What follows belongs to an exercise in optimizing a design on an open flow for small area; a production flow would make more cautious choices.
The RTL was checked by simulation tests, not by an equivalence proof against the original design.

==> inputs of wip/raven <==
==> flow/design.v <==
package msrv32_integer_file_pkg;
  localparam int XLEN = 32;
  localparam int REG_COUNT = 32;
  localparam int ADDR_W = 5;
  typedef logic [XLEN-1:0] xlen_t;
endpackage
module msrv32_integer_file #(
  parameter int XLEN = msrv32_integer_file_pkg::XLEN,
  parameter int REG_COUNT = msrv32_integer_file_pkg::REG_COUNT,
  parameter int ADDR_W = msrv32_integer_file_pkg::ADDR_W
) (
  input  logic              ms_riscv32_mp_clk_in,
  input  logic              ms_riscv32_mp_rst_in,
  input  logic [ADDR_W-1:0] rs_1_addr_in,
  input  logic [ADDR_W-1:0] rs_2_addr_in,
  input  logic [ADDR_W-1:0] rd_addr_in,
  input  logic              wr_en_in,
  input  logic [XLEN-1:0]   rd_in,
  output logic [XLEN-1:0]   rs_1_out,
  output logic [XLEN-1:0]   rs_2_out
);
  logic [XLEN-1:0] regs_q [REG_COUNT];
  logic [REG_COUNT-1:0] we_d;
  logic wr_ok;
  assign wr_ok = ms_riscv32_mp_rst_in && wr_en_in && rd_addr_in != '0;
  always_comb begin
    we_d = '0;
    for (int i = 1; i < REG_COUNT; i++) we_d[i] = wr_ok && rd_addr_in == ADDR_W'(i);
  end
  always_ff @(posedge ms_riscv32_mp_clk_in or negedge ms_riscv32_mp_rst_in) begin
    if (!ms_riscv32_mp_rst_in)
      for (int i = 0; i < REG_COUNT; i++) regs_q[i] <= '0;
    else
      for (int i = 1; i < REG_COUNT; i++) if (we_d[i]) regs_q[i] <= rd_in;
  end
  assign rs_1_out = !ms_riscv32_mp_rst_in || rs_1_addr_in == '0 ? '0 :
                    wr_ok && rs_1_addr_in == rd_addr_in ? rd_in : regs_q[rs_1_addr_in];
  assign rs_2_out = !ms_riscv32_mp_rst_in || rs_2_addr_in == '0 ? '0 :
                    wr_ok && rs_2_addr_in == rd_addr_in ? rd_in : regs_q[rs_2_addr_in];
endmodule
==> flow/run.sh <==
#!/bin/bash
# synth_recipe.tcl (not shown) runs the flow's synth.tcl, then flattens the netlist and writes it again
# the make line also repeats each setting of config.mk as NAME=value (left out here)
make -C /OpenROAD-flow-scripts/flow DESIGN_CONFIG=/design/flow/config.mk WORK_HOME=/design/flow/orfs CLKGATE_MAP_FILE= SYNTH_SCRIPT=/design/flow/synth_recipe.tcl finish
==> flow/config.mk <==
export PLATFORM = sky130hd
export DESIGN_NAME = msrv32_integer_file
export DESIGN_NICKNAME = msrv32_integer_file
export VERILOG_FILES = /design/flow/design.v
export SDC_FILE = /design/flow/constraint.sdc
export NUM_CORES = 4
export LEC_CHECK = 0
export CAP_MARGIN = 20
export CORE_MARGIN = 2
export CORE_UTILIZATION = 30
export PLACE_DENSITY = 0.45
export SETUP_SLACK_MARGIN = 0.3
export SLEW_MARGIN = 20
==> flow/constraint.sdc <==
create_clock -name core_clock -period 8.0 [get_ports {ms_riscv32_mp_clk_in}]
set_input_delay 1.6000 -clock core_clock [delete_from_list [all_inputs] [get_ports {ms_riscv32_mp_clk_in}]]
set_output_delay 1.6000 -clock core_clock [all_outputs]
set_load 0.01 [all_outputs]
==> wip/lagoon: changes against wip/raven <==
==> flow/design.v (replaced) <==
package msrv32_integer_file_pkg;
  localparam int XLEN = 32;
  localparam int REG_COUNT = 32;
  localparam int ADDR_W = 5;
  typedef logic [XLEN-1:0] xlen_t;
endpackage
module msrv32_integer_file #(
  parameter int XLEN = msrv32_integer_file_pkg::XLEN,
  parameter int REG_COUNT = msrv32_integer_file_pkg::REG_COUNT,
  parameter int ADDR_W = msrv32_integer_file_pkg::ADDR_W
) (
  input  logic              ms_riscv32_mp_clk_in,
  input  logic              ms_riscv32_mp_rst_in,
  input  logic [ADDR_W-1:0] rs_1_addr_in,
  input  logic [ADDR_W-1:0] rs_2_addr_in,
  input  logic [ADDR_W-1:0] rd_addr_in,
  input  logic              wr_en_in,
  input  logic [XLEN-1:0]   rd_in,
  output logic [XLEN-1:0]   rs_1_out,
  output logic [XLEN-1:0]   rs_2_out
);
  localparam int N = REG_COUNT - 1;   
  logic [N-1:0][XLEN-1:0] data_q, data_d;
  logic [N-1:0] valid_q;
  logic phase_q;
  logic [XLEN-1:0] wdata;
  logic [N-1:0] we_d, hold_d;
  logic [N-1:0] sel_1, sel_2;
  logic [XLEN-1:0] mux_1, mux_2;
  always_comb begin
    for (int j = 0; j < N; j++) begin
      we_d[j] = wr_en_in && rd_addr_in == ADDR_W'(j + 1);
      hold_d[j] = !we_d[j];
    end
  end
  always_ff @(posedge ms_riscv32_mp_clk_in or negedge ms_riscv32_mp_rst_in) begin
    if (!ms_riscv32_mp_rst_in)
      valid_q <= '0;
    else
      valid_q <= valid_q | we_d;
  end
  always_ff @(posedge ms_riscv32_mp_clk_in or negedge ms_riscv32_mp_rst_in) begin
    if (!ms_riscv32_mp_rst_in)
      phase_q <= 1'b0;
    else
      phase_q <= !phase_q;
  end
  assign wdata = rd_in ^ {XLEN{phase_q}};
  msrv32_integer_file_load #(.N(N), .XLEN(XLEN)) u_load (
    .q(data_q), .w(wdata), .hold(hold_d), .we(we_d), .d(data_d)
  );
  always_ff @(posedge ms_riscv32_mp_clk_in) data_q <= data_d;
  always_comb begin
    for (int j = 0; j < N; j++) begin
      sel_1[j] = ms_riscv32_mp_rst_in && (valid_q[j] || we_d[j]) && rs_1_addr_in == ADDR_W'(j + 1);
      sel_2[j] = ms_riscv32_mp_rst_in && (valid_q[j] || we_d[j]) && rs_2_addr_in == ADDR_W'(j + 1);
    end
  end
  msrv32_integer_file_rdmux #(.N(N), .XLEN(XLEN)) u_rd_1 (
    .d(data_d), .sel(sel_1), .y(mux_1)
  );
  msrv32_integer_file_rdmux #(.N(N), .XLEN(XLEN)) u_rd_2 (
    .d(data_d), .sel(sel_2), .y(mux_2)
  );
  assign rs_1_out = mux_1 ^ {XLEN{!phase_q && |sel_1}};
  assign rs_2_out = mux_2 ^ {XLEN{!phase_q && |sel_2}};
endmodule
module msrv32_integer_file_load #(
  parameter int N = 31,
  parameter int XLEN = 32
) (
  input  logic [N-1:0][XLEN-1:0] q,
  input  logic [XLEN-1:0]        w,
  input  logic [N-1:0]           hold,
  input  logic [N-1:0]           we,
  output logic [N-1:0][XLEN-1:0] d
);
  always_comb
    for (int j = 0; j < N; j++) d[j] = ~((q[j] | {XLEN{we[j]}}) & (w | {XLEN{hold[j]}}));
endmodule
module msrv32_integer_file_rdmux #(
  parameter int N = 31,
  parameter int XLEN = 32
) (
  input  logic [N-1:0][XLEN-1:0] d,
  input  logic [N-1:0]           sel,
  output logic [XLEN-1:0]        y
);
  localparam int G = N / 3;
  logic [G-1:0][XLEN-1:0] yn;
  for (genvar g = 0; g < G; g++) begin : g_grp
    for (genvar b = 0; b < XLEN; b++) begin : g_bit
      msrv32_integer_file_aoi3 u_aoi (
        .d({d[3*g+2][b], d[3*g+1][b], d[3*g][b]}),
        .s(sel[3*g+2:3*g]),
        .yn(yn[g][b])
      );
    end
  end
  always_comb begin
    y = '0;
    for (int g = 0; g < G; g++) y = y | ~yn[g];
    for (int j = 3 * G; j < N; j++) y = y | ({XLEN{sel[j]}} & d[j]);
  end
endmodule
module msrv32_integer_file_aoi3 (
  input  logic [2:0] d,
  input  logic [2:0] s,
  output logic       yn
);
  assign yn = ~|(d & s);
endmodule
Settings changed: CORE_UTILIZATION 30 to 55, CTS_BUF_LIST from default to sky130_fd_sc_hd__clkbuf_8, CTS_CLUSTER_DIAMETER from default to 60, CTS_CLUSTER_SIZE from default to 14, PLACE_DENSITY 0.45 to 0.65, SYNTH_HIERARCHICAL from default to 1, SYNTH_MINIMUM_KEEP_SIZE from default to 0.
==> comparison <==
Against wip/lagoon, the final cell count of wip/raven is higher by about 50%. Against wip/raven, the critical path depth of wip/lagoon is higher by 2. Against wip/lagoon, the setup slack of wip/raven is higher by 0.40 ns. Between wip/raven and wip/lagoon, the lower flip-flop and latch count is in wip/raven (gap 32).
==> figures <==
Status: wip/raven timing/DRC/antenna clean; wip/lagoon timing/DRC/antenna clean
Routed via count: wip/raven 49440; wip/lagoon 40460
Ys async rst share: wip/raven 100.0%; wip/lagoon 3.125%
Detailed-routing iteration count for the pre-antenna-repair pass: wip/raven 8; wip/lagoon 22
Worst path max stage delay: wip/raven 1.16 ns; wip/lagoon 0.89 ns
First-pass GRT wire length: wip/raven 445000 µm; wip/lagoon 262700 µm
Hold_sp: wip/raven regs_q[1][2]$_DFFE_PN0P_; wip/lagoon data_q[830]$_DFF_P_
Starting density of the core: wip/raven 30.19%; wip/lagoon 55.72%
CTS Root Buffer Type: wip/raven clkbuf_16; wip/lagoon clkbuf_8
Amount of wire on met2 after detailed routing: wip/raven 137600 µm; wip/lagoon 76250 µm

what the ideal ports hide:
The flow's constraints put no driver on any port. The routed layouts listed below were extracted and timed again, unchanged, in two steps.
Step 1, drivers: a clkbuf_16 drives ms_riscv32_mp_clk_in and a buf_2 each remaining input, both assumed.
Step 2 moves the port delays by t, midway between the first and last clock arrival at a register: inputs arrive t later, outputs are due t later. That takes back most of the time a late clock gives input paths.
a / b / c = ideal ports / drivers / drivers and shift; a / b = the first two.
run	shift t [ns]	slack for setup (ns)	hold WS [ns]	latest minus earliest clock arrival (ns)	cell pins on the clock port's net
wip/raven	0.873	0.680 / 0.653 / 0.653	0.520 / 0.520 / 0.520	0.042 / 0.042	1
wip/lagoon	0.820	0.280 / 0.241 / 0.241	0.466 / 0.466 / 0.466	0.052 / 0.052	1
After both steps setup and hold are still met in every run listed. For wip/lagoon, which loses most, drivers alone change the setup slack by -0.039 ns; drivers and shift together by -0.039 ns.
